This is an optimization exercise on Yosys and OpenROAD, whose aim is small area, not a production implementation. The RTL was checked by simulation tests, not by an equivalence proof against the original design.

**flow/run.sh**
```bash
#!/bin/bash
# synth_recipe.tcl (not shown) runs the flow's synth.tcl, then flattens the netlist and writes it again
# the make line also repeats each setting of config.mk as NAME=value (left out here)
make -C /OpenROAD-flow-scripts/flow DESIGN_CONFIG=/design/flow/config.mk WORK_HOME=/design/flow/orfs CLKGATE_MAP_FILE= SYNTH_SCRIPT=/design/flow/synth_recipe.tcl finish
```
**flow/config.mk**
```make
export PLATFORM = sky130hd
export DESIGN_NAME = pio_machine
export DESIGN_NICKNAME = pio_machine
export VERILOG_FILES = /design/flow/design.v
export SDC_FILE = /design/flow/constraint.sdc
export NUM_CORES = 4
export LEC_CHECK = 0
export CAP_MARGIN = 20
export CORE_MARGIN = 2
export CORE_UTILIZATION = 40
export SLEW_MARGIN = 20
```
**flow/constraint.sdc**
```tcl
create_clock -name core_clock -period 9.0 [get_ports {clk}]
set_input_delay 1.8000 -clock core_clock [delete_from_list [all_inputs] [get_ports {clk}]]
set_output_delay 1.8000 -clock core_clock [all_outputs]
set_load 0.01 [all_outputs]
```
**flow/design.v**
```verilog
module pio_shift_in (
  input  logic        clk,
  input  logic        reset,
  input  logic        shift_dir,   
  input  logic        load,        
  input  logic [31:0] load_data,
  input  logic        shift,       
  input  logic [4:0]  shift_bits,  
  input  logic [31:0] shift_data,
  output logic [31:0] contents,
  output logic [5:0]  count
);
  function automatic [5:0] field_count(input [4:0] f);
    field_count = (f == 5'd0) ? 6'd32 : {1'b0, f};
  endfunction
  function automatic [31:0] low_mask(input [5:0] n);
    low_mask = (n >= 6'd32) ? 32'hffffffff : ((32'd1 << n) - 32'd1);
  endfunction
  function automatic [5:0] sat_add(input [5:0] a, input [5:0] b);
    reg [6:0] sum;
    begin
      sum = {1'b0, a} + {1'b0, b};
      sat_add = (sum >= 7'd32) ? 6'd32 : sum[5:0];
    end
  endfunction
  logic [31:0] shreg;
  logic [5:0]  cnt;
  logic [5:0]  amount;
  logic [31:0] data_in;
  logic [31:0] base_reg;
  logic [5:0]  base_cnt;
  assign amount  = field_count(shift_bits);
  assign data_in = shift_data & low_mask(amount);  
  assign base_reg = load ? load_data : shreg;
  assign base_cnt = load ? 6'd0 : cnt;
  always_ff @(posedge clk) begin
    if (reset) begin
      shreg <= '0;
      cnt   <= '0;
    end else if (shift) begin
      if (shift_dir) begin
        shreg <= (base_reg >> amount) | (data_in << (6'd32 - amount));
      end else begin
        shreg <= (base_reg << amount) | data_in;
      end
      cnt <= sat_add(base_cnt, amount);
    end else if (load) begin
      shreg <= load_data;
      cnt   <= '0;
    end
  end
  assign contents = shreg;
  assign count    = cnt;
endmodule
module pio_shift_out (
  input  logic        clk,
  input  logic        reset,
  input  logic        shift_dir,   
  input  logic        load,        
  input  logic [31:0] load_data,
  input  logic        shift,       
  input  logic [4:0]  shift_bits,  
  output logic [31:0] out_bits,    
  output logic [5:0]  count
);
  function automatic [5:0] field_count(input [4:0] f);
    field_count = (f == 5'd0) ? 6'd32 : {1'b0, f};
  endfunction
  function automatic [31:0] low_mask(input [5:0] n);
    low_mask = (n >= 6'd32) ? 32'hffffffff : ((32'd1 << n) - 32'd1);
  endfunction
  function automatic [5:0] sat_add(input [5:0] a, input [5:0] b);
    reg [6:0] sum;
    begin
      sum = {1'b0, a} + {1'b0, b};
      sat_add = (sum >= 7'd32) ? 6'd32 : sum[5:0];
    end
  endfunction
  logic [31:0] shreg;
  logic [5:0]  cnt;
  logic [5:0]  amount;
  logic [31:0] base_reg;
  logic [5:0]  base_cnt;
  assign amount = field_count(shift_bits);
  always_comb begin
    if (shift_dir) begin
      out_bits = shreg & low_mask(amount);
    end else begin
      out_bits = shreg >> (6'd32 - amount);  
    end
  end
  assign base_reg = load ? load_data : shreg;
  assign base_cnt = load ? 6'd0 : cnt;
  always_ff @(posedge clk) begin
    if (reset) begin
      shreg <= '0;
      cnt   <= 6'd32;  
    end else if (shift) begin
      if (shift_dir) begin
        shreg <= base_reg >> amount;
      end else begin
        shreg <= base_reg << amount;
      end
      cnt <= sat_add(base_cnt, amount);
    end else if (load) begin
      shreg <= load_data;
      cnt   <= '0;
    end
  end
  assign count = cnt;
endmodule
module pio_exec (
  input  logic        clk,
  input  logic        reset,
  input  logic        en,
  input  logic [15:0] instr,
  input  logic [31:0] input_pins,
  input  logic [4:0]  wrap_target,
  input  logic [4:0]  wrap_top,
  input  logic [4:0]  jmp_pin,
  input  logic [4:0]  pins_in_base,
  input  logic [4:0]  pins_out_base,
  input  logic [4:0]  pins_set_base,
  input  logic [5:0]  pins_out_count,
  input  logic [2:0]  pins_set_count,
  input  logic        auto_push,
  input  logic        auto_pull,
  input  logic [4:0]  isr_threshold,
  input  logic [4:0]  osr_threshold,
  input  logic [31:0] tx_data,
  input  logic        tx_empty,
  input  logic        rx_full,
  output logic        isr_load,
  output logic [31:0] isr_load_data,
  output logic        isr_shift,
  output logic [4:0]  isr_shift_bits,
  output logic [31:0] isr_shift_data,
  input  logic [5:0]  isr_count,
  output logic        osr_load,
  output logic [31:0] osr_load_data,
  output logic        osr_shift,
  output logic [4:0]  osr_shift_bits,
  input  logic [31:0] osr_out_bits,
  input  logic [5:0]  osr_count,
  output logic [4:0]  pc,
  output logic [31:0] output_pins,
  output logic [31:0] pin_directions,
  output logic        push,
  output logic        pull,
  output logic        stalled
);
  localparam OP_JMP       = 3'd0;
  localparam OP_WAIT      = 3'd1;
  localparam OP_IN        = 3'd2;
  localparam OP_OUT       = 3'd3;
  localparam OP_PUSH_PULL = 3'd4;
  localparam OP_MOV       = 3'd5;
  localparam OP_IRQ       = 3'd6;
  localparam OP_SET       = 3'd7;
  localparam SRC_PINS = 3'd0;
  localparam SRC_X    = 3'd1;
  localparam SRC_Y    = 3'd2;
  localparam SRC_NULL = 3'd3;
  localparam DST_PINS    = 3'd0;
  localparam DST_X       = 3'd1;
  localparam DST_Y       = 3'd2;
  localparam DST_NULL    = 3'd3;
  localparam DST_PINDIRS = 3'd4;
  localparam COND_ALWAYS        = 3'd0;
  localparam COND_X_ZERO        = 3'd1;
  localparam COND_X_DEC         = 3'd2;
  localparam COND_Y_ZERO        = 3'd3;
  localparam COND_Y_DEC         = 3'd4;
  localparam COND_X_NE_Y        = 3'd5;
  localparam COND_PIN           = 3'd6;
  localparam COND_OSR_NOT_EMPTY = 3'd7;
  function automatic [5:0] field_count(input [4:0] f);
    field_count = (f == 5'd0) ? 6'd32 : {1'b0, f};
  endfunction
  function automatic [31:0] low_mask(input [5:0] n);
    low_mask = (n >= 6'd32) ? 32'hffffffff : ((32'd1 << n) - 32'd1);
  endfunction
  function automatic [5:0] sat_add(input [5:0] a, input [5:0] b);
    reg [6:0] sum;
    begin
      sum = {1'b0, a} + {1'b0, b};
      sat_add = (sum >= 7'd32) ? 6'd32 : sum[5:0];
    end
  endfunction
  logic [2:0]  op;
  logic [2:0]  op1;
  logic [4:0]  op2;
  logic [5:0]  isr_thr;
  logic [5:0]  osr_thr;
  logic [63:0] in_pins_dbl;
  logic [31:0] in_pins;
  logic [31:0] x;
  logic [31:0] y;
  logic [31:0] x_next;
  logic [31:0] y_next;
  logic [31:0] pins_next;
  logic [31:0] dirs_next;
  logic [31:0] in_data;
  logic        in_valid;
  logic        jump;
  logic [4:0]  seq_pc;
  logic [4:0]  wait_idx;
  function automatic [31:0] rotl(input [31:0] w, input [4:0] n);
    reg [63:0] d;
    begin
      d = {w, w} << n;
      rotl = d[63:32];
    end
  endfunction
  function automatic [31:0] write_pins(input [31:0] cur, input [31:0] val, input [4:0] base,
                                       input [5:0] count);
    reg [31:0] mask;
    begin
      mask = rotl(low_mask(count), base);
      write_pins = (cur & ~mask) | (rotl(val, base) & mask);
    end
  endfunction
  assign op  = instr[15:13];
  assign op1 = instr[7:5];
  assign op2 = instr[4:0];  
  assign isr_thr = field_count(isr_threshold);
  assign osr_thr = field_count(osr_threshold);
  assign in_pins_dbl = {input_pins, input_pins} >> pins_in_base;
  assign in_pins     = in_pins_dbl[31:0];
  assign wait_idx = pins_in_base + op2;  
  assign isr_shift_bits = op2;
  assign isr_shift_data = in_data;
  assign isr_load_data  = '0;  
  assign osr_shift_bits = op2;
  assign osr_load_data  = tx_empty ? x : tx_data;  
  always_comb begin
    x_next    = x;
    y_next    = y;
    pins_next = output_pins;
    dirs_next = pin_directions;
    jump      = 1'b0;
    stalled   = 1'b0;
    push      = 1'b0;
    pull      = 1'b0;
    in_data   = '0;
    in_valid  = 1'b0;
    isr_load  = 1'b0;
    isr_shift = 1'b0;
    osr_load  = 1'b0;
    osr_shift = 1'b0;
    if (en) begin
      case (op)
        OP_JMP: begin
          case (op1)
            COND_ALWAYS: jump = 1'b1;
            COND_X_ZERO: jump = (x == '0);
            COND_X_DEC: begin
              jump = (x != '0);
              if (jump) x_next = x - 32'd1;  
            end
            COND_Y_ZERO: jump = (y == '0);
            COND_Y_DEC: begin
              jump = (y != '0);
              if (jump) y_next = y - 32'd1;
            end
            COND_X_NE_Y: jump = (x != y);
            COND_PIN: jump = input_pins[jmp_pin];
            COND_OSR_NOT_EMPTY: jump = (osr_count < osr_thr);
            default: jump = 1'b0;
          endcase
        end
        OP_WAIT: begin
          case (op1[1:0])
            2'd0: stalled = (input_pins[op2] != op1[2]);
            2'd1: stalled = (input_pins[wait_idx] != op1[2]);
            default: stalled = 1'b0;  
          endcase
        end
        OP_IN: begin
          in_valid = 1'b1;
          case (op1)
            SRC_PINS: in_data = in_pins;
            SRC_X:    in_data = x;
            SRC_Y:    in_data = y;
            SRC_NULL: in_data = '0;
            default:  in_valid = 1'b0;
          endcase
          if (in_valid && auto_push && isr_count >= isr_thr) begin
            if (rx_full) begin
              stalled = 1'b1;
            end else begin
              push      = 1'b1;
              isr_load  = 1'b1;
              isr_shift = 1'b1;
            end
          end else begin
            isr_shift = in_valid;
          end
        end
        OP_OUT: begin
          if (auto_pull && osr_count >= osr_thr) begin
            stalled  = 1'b1;  
            pull     = !tx_empty;
            osr_load = !tx_empty;
          end else begin
            osr_shift = 1'b1;
            case (op1)
              DST_PINS: pins_next = write_pins(output_pins, osr_out_bits, pins_out_base,
                                               pins_out_count);
              DST_X:    x_next = osr_out_bits;
              DST_Y:    y_next = osr_out_bits;
              DST_NULL: ;  
              DST_PINDIRS: dirs_next = write_pins(pin_directions, osr_out_bits,
                                                  pins_out_base, pins_out_count);
              default:  osr_shift = 1'b0;
            endcase
          end
        end
        OP_PUSH_PULL: begin
          if (!op1[2]) begin
            if (op1[0] && rx_full) begin
              stalled = 1'b1;  
            end else begin
              push     = 1'b1;
              isr_load = 1'b1;
            end
          end else if (!tx_empty) begin
            pull     = 1'b1;
            osr_load = 1'b1;
          end else if (op1[0]) begin
            stalled = 1'b1;  
          end else begin
            osr_load = 1'b1;
          end
        end
        OP_MOV, OP_IRQ: ;  
        OP_SET: begin
          case (op1)
            DST_PINS: pins_next = write_pins(output_pins, {27'd0, op2}, pins_set_base,
                                             {3'd0, pins_set_count});
            DST_X:    x_next = {27'd0, op2};
            DST_Y:    y_next = {27'd0, op2};
            DST_PINDIRS: dirs_next = write_pins(pin_directions, {27'd0, op2}, pins_set_base,
                                                {3'd0, pins_set_count});
            default: ;
          endcase
        end
        default: ;
      endcase
    end
  end
  assign seq_pc = (pc == wrap_top) ? wrap_target : pc + 5'd1;
  always_ff @(posedge clk) begin
    if (reset) begin
      pc             <= '0;
      x              <= '0;
      y              <= '0;
      output_pins    <= '0;
      pin_directions <= '0;
    end else if (en) begin
      if (!stalled) pc <= jump ? op2 : seq_pc;
      x              <= x_next;
      y              <= y_next;
      output_pins    <= pins_next;
      pin_directions <= dirs_next;
    end
  end
endmodule
module pio_machine (
  input  logic        clk,
  input  logic        reset,
  input  logic        en,
  input  logic [15:0] instr,
  input  logic [31:0] input_pins,
  input  logic [4:0]  wrap_target,
  input  logic [4:0]  wrap_top,
  input  logic [4:0]  jmp_pin,
  input  logic [4:0]  pins_in_base,
  input  logic [4:0]  pins_out_base,
  input  logic [4:0]  pins_set_base,
  input  logic [5:0]  pins_out_count,
  input  logic [2:0]  pins_set_count,
  input  logic        auto_push,
  input  logic        auto_pull,
  input  logic [4:0]  isr_threshold,
  input  logic [4:0]  osr_threshold,
  input  logic        in_shift_dir,
  input  logic        out_shift_dir,
  input  logic [31:0] tx_data,
  input  logic        tx_empty,
  input  logic        rx_full,
  output logic [4:0]  pc,
  output logic [31:0] output_pins,
  output logic [31:0] pin_directions,
  output logic        push,
  output logic        pull,
  output logic        stalled,
  output logic [31:0] rx_data
);
  logic        isr_load, isr_shift, osr_load, osr_shift;
  logic [31:0] isr_load_data, isr_shift_data, isr_contents, osr_load_data, osr_out_bits;
  logic [4:0]  isr_shift_bits, osr_shift_bits;
  logic [5:0]  isr_count, osr_count;
  assign rx_data = isr_contents;  
  pio_shift_in i_isr (
    .clk        (clk),
    .reset      (reset),
    .shift_dir  (in_shift_dir),
    .load       (isr_load),
    .load_data  (isr_load_data),
    .shift      (isr_shift),
    .shift_bits (isr_shift_bits),
    .shift_data (isr_shift_data),
    .contents   (isr_contents),
    .count      (isr_count)
  );
  pio_shift_out i_osr (
    .clk        (clk),
    .reset      (reset),
    .shift_dir  (out_shift_dir),
    .load       (osr_load),
    .load_data  (osr_load_data),
    .shift      (osr_shift),
    .shift_bits (osr_shift_bits),
    .out_bits   (osr_out_bits),
    .count      (osr_count)
  );
  pio_exec i_exec (
    .clk            (clk),
    .reset          (reset),
    .en             (en),
    .instr          (instr),
    .input_pins     (input_pins),
    .wrap_target    (wrap_target),
    .wrap_top       (wrap_top),
    .jmp_pin        (jmp_pin),
    .pins_in_base   (pins_in_base),
    .pins_out_base  (pins_out_base),
    .pins_set_base  (pins_set_base),
    .pins_out_count (pins_out_count),
    .pins_set_count (pins_set_count),
    .auto_push      (auto_push),
    .auto_pull      (auto_pull),
    .isr_threshold  (isr_threshold),
    .osr_threshold  (osr_threshold),
    .tx_data        (tx_data),
    .tx_empty       (tx_empty),
    .rx_full        (rx_full),
    .isr_load       (isr_load),
    .isr_load_data  (isr_load_data),
    .isr_shift      (isr_shift),
    .isr_shift_bits (isr_shift_bits),
    .isr_shift_data (isr_shift_data),
    .isr_count      (isr_count),
    .osr_load       (osr_load),
    .osr_load_data  (osr_load_data),
    .osr_shift      (osr_shift),
    .osr_shift_bits (osr_shift_bits),
    .osr_out_bits   (osr_out_bits),
    .osr_count      (osr_count),
    .pc             (pc),
    .output_pins    (output_pins),
    .pin_directions (pin_directions),
    .push           (push),
    .pull           (pull),
    .stalled        (stalled)
  );
endmodule
```
==> results_dict.tcl <==
set metrics [dict create \
    outcome "finished clean" \
    synth_seq_area_share_pct 11.1 \
    netlist_top_cells_area "dfxtp_1 11%, mux4_2 10%, mux2i_1 7.5%, nor2_1 6.1%, a21oi_1 5.6%" \
    area_growth_pct 10.9 \
    die_h_um 311 \
    critPathCaptureType "primary output" \
    cts_hold_buf 0 \
    initial_core_util_pct 40.3 \
    via_per_inst 7.38 \
    cap_viol_max_count 0 \
    grt_overflow 0 \
    cts.htree.levels 1 \
    synth_compound_area_share_pct 34.4 \
    drive_gt1_share_pct 13.1 \
    core_sq_mm 0.0933 \
    numCtsBuffers 30 \
    synth_ff_type "dfxtp_1" \
    cts_buffer_depth 3 \
    synth_top_family_by_area "compound AO/OA/AOI/OAI gates" \
    crit_chain "clkdlybuf4s50_1 > buf_4 > nor2b_1 > buf_4 > mux2i_1 > mux4_2 > mux2i_1 > mux2i_1 > mux2i_1 > xor2_1 > o41ai_1 > and2_1 > clkdlybuf4s50_1" \
    synth_edf_count 0 \
    crit_path_start "instr[5]" \
    tightest_slew_ns 1.21 \
    r2r_setup_slack_ns 4.25 \
    hold_class "register to register" \
    cp_slowest_cell "mux2i_1" \
    grt_pass1_wl_mm 305 \
    critical-path-top-delay-family "multiplexers" \
    worstPathRequired_ns 7.20 \
    drtPass1Iterations 9 \
    multi_input_area_sq_mm 0.0311 \
    reg2regPathDepth 11 \
    muxShareOfSynthArea_pct 22.2 \
    syn_nets 5427 \
    gp_congestion 1.05 \
    yosysUniqueCellTypes 114 \
    drv_slew 0 \
    ir_worst_vdd_v 0.000148 \
    wl_per_cell_um 33.0 \
    path_clk_slew_ns 0.06 \
    crit_path_start_kind "primary input" \
    switchingPower_uw 2130 \
    std_cell_rows 112 \
    finalSetupTns_ns 0 \
    netlist.area_leader.share_pct 11.1 \
    rr_startpoint "i_osr.shreg[21]$_SDFF_PP0_" \
    slew_headroom_pct 17.1 \
    finalCritPeriodShare_pct 85.9 \
    n_fill_cell 9646 \
    switching_share_pct 45.3 \
    port_buffers 236 \
    die-area_sq_mm 0.0966 \
    syn-mean-instance-area_sq_um 7.18 \
    ioPinCount 242 \
    power.internal_uw 2580 \
    power_frac_clock_pct 29.0 \
    cts_tree "yes" \
    cp.buffers_inverters 4 \
    antenna_left 0 \
    setup_violations 0 \
    hold_viol 0 \
    finalWirelength_mm 212 \
    drcViolationCount 0 \
    ys_warn_count 3 \
    critPathMaxStageDelay_ns 0.71 \
    synth_cells 5245 \
    via_count 47429 \
    antenna_found_initial 10 \
    yosys.area.top_type "dfxtp_1" \
    seq_power_share_pct 22.8 \
    synthAdderAreaFrac_pct 1.51 \
    seqCellArea_sq_mm 0.00418 \
    cp_common_cell "mux2i_1" \
    cts.sinks 209 \
    critPathArrivalTime_ns 5.93 \
    cts_resized 0 \
    yosys.area_share.xor_xnor_pct 1.42 \
    synth-seq-cells 209 \
    path_class "primary input to primary output" \
    totalPowerFinal_uw 4710 \
    power.density_mw_per_mm2 113 \
    final_cell_mix "606 x nor2_1, 486 x nand2_1, 418 x a21oi_1" \
    detail_route.iter0.violations 8536 \
    grt_max_degree 85 \
    cp.depth 13 \
    max_freq_mhz 129 \
    grt_usage_pct 41.5 \
    synthSimpleGateAreaFrac_pct 22.8 \
    cts_root_buf "clkbuf_16" \
    rsz0062_at_grt "false" \
    layout_commonest_cell "nor2_1" \
    worstSkewPairLatency_ns 0.65 \
    endpoint "stalled" \
    fin_nets 5324 \
    fin_skew_ns 0.0263 \
    comb_power_share_pct 48.2 \
    post-dp-hpwl_mm 157 \
    leakage_uw 0.0143 \
    synth-async-reset-ratio_pct 0 \
    syn_area_sq_mm 0.0377 \
    timing.final.crit_period_ns 7.73 \
    path_max_fanout 22 \
    postCtsSetupRepairBufs 0 \
    fp.dieW_um 311 \
    first_global_vias 43297 \
]
[Yosys cell counts, types with 22 or more instances]
cell type	number
nor2_1	611
nand2b_1	66
dfxtp_1	209
nor4_1	75
o32ai_1	40
o31ai_1	49
o211ai_1	107
o221ai_1	39
a22o_1	31
buf_2	60
nor3_1	144
and2_1	47
nand2_1	487
nor2b_1	29
nand4_1	32
xnor2_1	49
and3_1	44
nand3_1	124
a211oi_1	87
o22ai_1	101
o21a_1	38
o21ai_0	375
a221oi_1	70
mux4_2	171
a31oi_1	72
inv_1	60
mux2i_1	283
or2_2	41
a22oi_1	77
ha_1	43
a21o_1	38
clkbuf_1	353
buf_1	82
or3_1	41
a21oi_1	419
mux2_2	147
or4_1	22
[power by group through the flow]
stage | sequential [uW] | clock [uW] | combinational (uW)
detailed placement | 1080 | 0 | 2160
CTS | 1060 | 1360 | 2170
finish | 1070 | 1370 | 2270
global placement | 1080 | 0 | 2150
floorplan | 1020 | 0 | 1460
global route | 1070 | 1400 | 2370
[stage by stage]
step	instances	util, %	area, sq um	hold WS [ns]	setup WS [ns]
finish	6427	44.7	41700	0.469	1.27
global route	6424	44.7	41700	0.502	1.09
CTS	6417	44.7	41700	0.472	1.34
detailed placement	6363	43.5	40600	0.464	1.37
global placement	6362	43.5	40600	0.463	1.42
floorplan	5245	-	37700	0.465	1.56
[worst min-delay path by stage]
stage	startpoint	endpoint	cells past startpoint
after floorplan	i_isr.cnt[0]$_SDFF_PP0_	i_isr.cnt[0]$_SDFF_PP0_	2
after global placement	register	register	2
after detailed placement	register	register	2
after CTS	register	register	2
after global routing	register	register	2
final	register	register	2
[metal layers]
layer | share of wire (%) | up-vias | GRT usage, %
li1 | - | 20102 | -
met5 | 0.024 | - | 0
met1 | 37 | 22488 | 52.4
met2 | 42 | 3938 | 61.2
met4 | 8.6 | 8 | 28.7
met3 | 13 | 893 | 11.2
[kinds of logic after synthesis]
logic type / Yosys count
compound gates: 1901
xor+xnor: 61
fa+ha+maj: 45
buf+inv: 598
flops: 209
mux: 603
simple gates: 1828
[tightest hold or removal path: stages (launching register included)]
cell and delay (ns):
dfxtp_1 0.31, nand2_1 0.05, o22ai_1 0.06
[area by class of cell]
cell class | instances | share of cell area (%)
inverter | 71 | 0.650
antenna | 9 | 0.0539
clock buffer | 37 | 2.01
multi-input combinational | 4438 | 74.5
sequential | 209 | 10.0
timing repair buffer | 392 | 8.42
clock inverter | 17 | 0.617
tap | 1254 | 3.76

-- re-timing with driven ports --
The flow's constraints put no driver on any port. The routed layout listed below was extracted and timed again, unchanged, in two steps. Step 1 assumes that a clkbuf_16 drives the clock port and a buf_2 every other input. Step 2 also shifts input and output timing later by t, the mid clock arrival at the registers, as if the neighbouring blocks saw the same clock. Three values: ideal ports, drivers, drivers and shift; two values: the first two.
t (ns): 0.708
setup WS [ns]: 1.268 / 1.238 / 1.238
worst setup path at the end: input to output
After both steps this run still meets setup and hold. For this run, drivers alone change the setup slack by -0.030 ns; drivers and shift together by -0.030 ns.
